Context: an optimization exercise on an open-source flow, tuned for small area and a short achievable clock period. The choices shown serve that exercise and are no tape-out recipe.
Only simulation tests tie the RTL to the original design; equivalence was not proved.

--- design.v ---
package mem_defs;
  localparam int WORD_W = 16;
endpackage
module mem_word_array
#(
  parameter int DEPTH_LOG2 = 8
) (
  input  logic                        clk,
  input  logic                        wfire,
  input  logic [DEPTH_LOG2-1:0]       idx,
  input  logic [mem_defs::WORD_W-1:0] wdata,
  output logic [mem_defs::WORD_W-1:0] rdata
);
  localparam int W    = mem_defs::WORD_W;
  localparam int N    = 2**DEPTH_LOG2;
  localparam int LO_B = DEPTH_LOG2 / 2;
  localparam int HI_B = DEPTH_LOG2 - LO_B;
  localparam int NLO  = 2**LO_B;
  localparam int NHI  = 2**HI_B;
  logic [NLO-1:0] lo_q;
  logic [NHI-1:0] hi_q;
  logic [N-1:0]   sel, we;
  logic [N*W-1:0] mem;
  logic [W-1:0]   rmux;
  always_ff @(posedge clk) begin
    for (int j = 0; j < NLO; j++) lo_q[j] <= (idx[LO_B-1:0] == LO_B'(j));
    for (int i = 0; i < NHI; i++) hi_q[i] <= (idx[DEPTH_LOG2-1:LO_B] == HI_B'(i));
  end
  for (genvar w = 0; w < N; w++) begin : g_word
    assign sel[w] = hi_q[w / NLO] & lo_q[w % NLO];
    assign we[w]  = sel[w] & wfire;
    always_ff @(posedge clk) begin
      if (we[w]) mem[w*W +: W] <= wdata;
    end
  end
  always_comb begin
    rmux = '0;
    for (int w = 0; w < N; w++) rmux = rmux | (mem[w*W +: W] & {W{sel[w]}});
  end
  always_ff @(posedge clk) rdata <= rmux;
endmodule
module stall_mem_resp
#(
  parameter int DEPTH_LOG2 = 8,
  parameter int LATENCY    = 4
) (
  input  logic              clk,
  input  logic              rst,
  input  logic [15:0]       addr,
  input  logic [15:0]       data_in,
  input  logic              rd,
  input  logic              wr,
  output logic [15:0]       data_out,
  output logic              done,
  output logic              stall,
  output logic              err
);
  localparam int CW = 2;   
  localparam logic [CW-1:0] CNT_LAST = CW'(LATENCY - 1);
  logic [CW-1:0]               cnt;
  logic                        take, illegal, last;
  logic                        wfire;
  logic                        op_wr_q;
  logic [DEPTH_LOG2-1:0]       idx_q;
  logic [mem_defs::WORD_W-1:0] wdata_q;
  logic [mem_defs::WORD_W-1:0] mem_rdata;
  if (DEPTH_LOG2 + 1 < 16) begin : g_alias
    logic unused_hi;
    assign unused_hi = ^addr[15:DEPTH_LOG2+1];
  end
  assign illegal = (rd & wr) | addr[0];
  assign take    = ~stall & (rd | wr) & ~illegal;
  assign last    = stall & (cnt == CNT_LAST);
  always_ff @(posedge clk or negedge rst) begin
    if (!rst) begin
      cnt      <= '0;
      stall    <= 1'b0;
      done     <= 1'b0;
      err      <= 1'b0;
      wfire    <= 1'b0;
      data_out <= '0;
    end else begin
      cnt   <= stall ? cnt + CW'(1) : '0;
      stall <= take | (stall & ~last);
      done  <= last;
      err   <= ~stall & (rd | wr) & illegal;
      wfire <= stall & (cnt == CW'(LATENCY - 2)) & op_wr_q;
      if (last & ~op_wr_q) data_out <= mem_rdata;
    end
  end
  always_ff @(posedge clk) begin
    if (take) begin
      idx_q   <= addr[DEPTH_LOG2:1];
      wdata_q <= data_in;
      op_wr_q <= wr;
    end
  end
  mem_word_array #(
    .DEPTH_LOG2(DEPTH_LOG2)
  ) u_array (
    .clk   (clk),
    .wfire (wfire),
    .idx   (idx_q),
    .wdata (wdata_q),
    .rdata (mem_rdata)
  );
endmodule
--- run.sh ---
#!/bin/bash
# synth_recipe.tcl (not shown) runs the flow's synth.tcl, then flattens the netlist and writes it again
# the make line also repeats each setting of config.mk as NAME=value (left out here)
make -C /OpenROAD-flow-scripts/flow DESIGN_CONFIG=/design/flow/config.mk WORK_HOME=/design/flow/orfs CLKGATE_MAP_FILE= SYNTH_SCRIPT=/design/flow/synth_recipe.tcl finish
--- config.mk ---
export PLATFORM = sky130hd
export DESIGN_NAME = stall_mem_resp
export DESIGN_NICKNAME = stall_mem_resp
export VERILOG_FILES = /design/flow/design.v
export SDC_FILE = /design/flow/constraint.sdc
export NUM_CORES = 4
export LEC_CHECK = 0
export CAP_MARGIN = 20
export CORE_MARGIN = 2
export CORE_UTILIZATION = 45
export SLEW_MARGIN = 20
export SYNTH_MEMORY_MAX_BITS = 8192
--- constraint.sdc ---
create_clock -name core_clock -period 5.0 [get_ports {clk}]
set_input_delay 1.0000 -clock core_clock [delete_from_list [all_inputs] [get_ports {clk}]]
set_output_delay 1.0000 -clock core_clock [all_outputs]
set_load 0.01 [all_outputs]
==> results.toml <==
[synthesis]
netlist_area_um2 = 155000
synth_cells = 8644
synth-edff-count = 4121
syn_avg_cell_area_um2 = 17.9
yosysMostFrequentCell = "edfxtp_1"
ys_top_cells_by_area = "edfxtp_1, a22oi_1, a22o_1"
synth_cell_types = 49
ys_async_sr_fraction_pct = 0.525
synth_ff_type = "edfxtp_1"
seq_area_frac_synth_pct = 81.0
yosys_warnings = 2
synth_seq_cells = 4191
synthTopCellsByCount = "edfxtp_1, a22oi_1, clkbuf_1"
synth_nets = 8682
synth_top_area_cell = "edfxtp_1"
synth_top_area_share_pct = 80.0

[detailed_routing]
drt_iter0_markers = 15700
route.vias.total = 90700
drc = 0
drt_wl_total_um = 487000
vias_per_cell = 6.61
ant_nets = 0
wl_per_cell_um = 35.5
dr.pass1.iters = 10

[layout]
post_route_cells_drive_above_1_share_pct = 11.8
nets = 8815
multi_input_area_um2 = 26300
n_fill_cell = 27200
syn2layout_area_growth_pct = 13.3
area.sequential_um2 = 125000
fin_area_um2 = 175000

[global_route]
grt_pass1_wl_um = 671000
antenna_found_initial = 48
grtUsageTotal_pct = 27.3
grt_pass1_vias = 85300
grt_max_degree = 194
grt-ovfl-total = 0

[sta]
holdWs_ns = 0.131
timing.setup.tns_ns = 0
slew_headroom_pct = 13.2
worst_slew_pin_slew_ns = 1.30
rsz0062_at_grt = "no"
skew_ns = 0.0775
setup_violations = 0
finalHoldViolations = 0
slew_violations = 0
clock.fmax_mhz = 240
period_share_pct = 83.3
period_minus_slack_ns = 4.17

[floorplanning]
core_um2 = 342000
initial_utilization_pct = 45.1
dieArea_um2 = 348000
rows = 215
die_h_um = 590
die_x_um = 590
pin_count = 55

[run_status]
outcome = "timing/DRC/antenna clean"

[power]
p_switching_mw = 16.1
seq_power_share_pct = 53.4
p_per_area_nw_per_um2 = 423
power_frac_comb_pct = 4.1
p_leak_nw = 55.6
finalPower_mw = 74.0
switching_share_pct = 21.7
power.share.clock_pct = 42.4
worst_ir_drop_vdd_mv = 0.331
intPower_mw = 58.0

[clock_tree]
cts_hold_buf = 0
numClockSinks = 4191
root_buffer = "clkbuf_16"
cts_resized = 0
cts_setup_buffers = 0
cts_buffer_depth = 4
clk_pin_slew_worst_paths_ns = 0.06
clk_latency_ns = 1.00
htree_levels = 5
cts_buffers = 418
cts_tree = "built"

[setup_path]
cp.arrival_ns = 5.02
endpoint_kind = "flop"
cp.required_ns = 5.86
worstPathMaxFanout = 35
startpoint_type = "flop"
crit_type = "flop to flop"
r2r_slack_ns = 0.83

[place]
dpl_cell_area_um2 = 161000
io_buffers = 47
gp_congestion = 0.965
hpwl_um = 298000

[run]
cap_violations = 0

[worst_hold_path]
hold_class = "input pin to async pin"
[cells in the final DEF, fill, tap and decap left out, types with 17 or more instances in the layout]
cell type / count
edfxtp_1: 4121
a22oi_1: 887
a22o_1: 516
nand3_1: 492
clkbuf_16: 424
buf_4: 326
nand4_1: 292
and3_1: 279
a222oi_1: 175
nand2_1: 162
a221oi_1: 143
and2_1: 112
clkinv_1: 100
o21ai_0: 90
clkbuf_1: 84
clkinv_2: 76
a32oi_1: 72
nor4_1: 63
nor2_1: 50
or4_1: 48
bufinv_16: 47
clkdlybuf4s50_1: 46
nor3_1: 40
buf_12: 38
and3_2: 37
o22ai_1: 35
diode_2: 33
a21oi_1: 33
dfxtp_4: 32
o2111ai_1: 21
dfrtp_1: 21
o22a_1: 17
o211ai_1: 17
nor2b_1: 17
[through the flow]
stage          cells  util, %  setup WS [ns]
2_1_floorplan   8644        -          0.954
3_3_place_gp   12900     47.0           1.04
3_5_place_dp   12900     47.1           1.07
4_1_cts        13700     51.1           1.08
5_1_grt        13700     51.1          0.815
6_report       13700     51.1          0.834
[logic make-up after synthesis]
kind of cell    share of synthesized area (%)
compound gates                           11.0
buf+inv                                  1.97
fa+ha+maj                              0.0162
flops                                    81.0
mux                                     0.117
xor+xnor                              0.00567
simple gates                             5.88
[layout make-up]
class                           count  area share (%)
Clock inverter                    259            1.53
Timing Repair Buffer              420            2.19
Multi-Input combinational cell   3730            15.0
Clock buffer                      515            6.29
Sequential cell                  4191            71.6
Inverter                           16          0.0343
Tap cell                         4557            3.26
Antenna cell                       33          0.0472
[power groups by stage]
stage	Combinational, mW	Sequential [mW]	Clock, mW
after CTS	3.00	39.5	31.7
after floorplan	0.973	40.6	0
after detailed placement	2.99	40.3	0
after global routing	3.17	39.5	33.0
final	3.06	39.6	31.4
after global placement	2.92	40.3	0
[metal layers]
| metal | track usage, % | vias up | part of all wire, % |
|---|---|---|---|
| met3 | 6.47 | 1012 | 13 |
| met2 | 40.8 | 6409 | 44 |
| met4 | 12.2 | 16 | 4.9 |
| met5 | 0 | - | 0.023 |
| li1 | - | 36700 | - |
| met1 | 38.3 | 46600 | 38 |
[critical path: stages (launching register included)]
cell     delay (ns)
dfxtp_4        0.61
and2_1         0.68
a22oi_1        0.31
nand4_1        0.15
nor4_1         0.88
nand4_1        0.68
or4_1          0.68
[flip-flops by register name, summed over array words and instances (netlist names), 2 cells and up]
name,count
wdata_q,16
u_array.lo_q,16
u_array.hi_q,16
cnt,2
data_out,16
u_array.mem,4096
u_array.rdata,16
idx_q,8
[path summary, 6_finish.rpt]
path                                  from          endpoint  cells after the start
min reg2reg                         cnt[0]            cnt[0]                      1
min in group core_clock             cnt[0]            cnt[0]                      1
max                        u_array.hi_q[3]  u_array.rdata[6]                      6
min                                    rst             stall                      1
max reg2reg                u_array.hi_q[3]  u_array.rdata[6]                      6
max in group asynchronous              rst             wfire                      1

## re-timing with driven ports
In the flow no input, the clock included, has a driving cell. The finished layout below was timed again as built, in two steps. Step 1 sets driving cells, clkbuf_16 on the clock port and buf_2 on the other inputs (assumed; they add their load-dependent delay and slew). Step 2 also shifts input and output timing later by t, the mid clock arrival at the registers, as if the neighbouring blocks saw the same clock. Three values: ideal ports, drivers, drivers and shift; two values: the first two.
shift t [ns]: 1.067
setup slack, ns: 0.834 / 0.834 / 0.834
latest minus earliest clock arrival (ns): 0.085 / 0.085
worst data-port slew with drivers (ns): 0.11
cell pins on the clock port's net: 1
After both steps setup and hold are still met in this run. For this run, drivers alone change the setup slack by 0.000 ns; drivers and shift together by 0.000 ns.
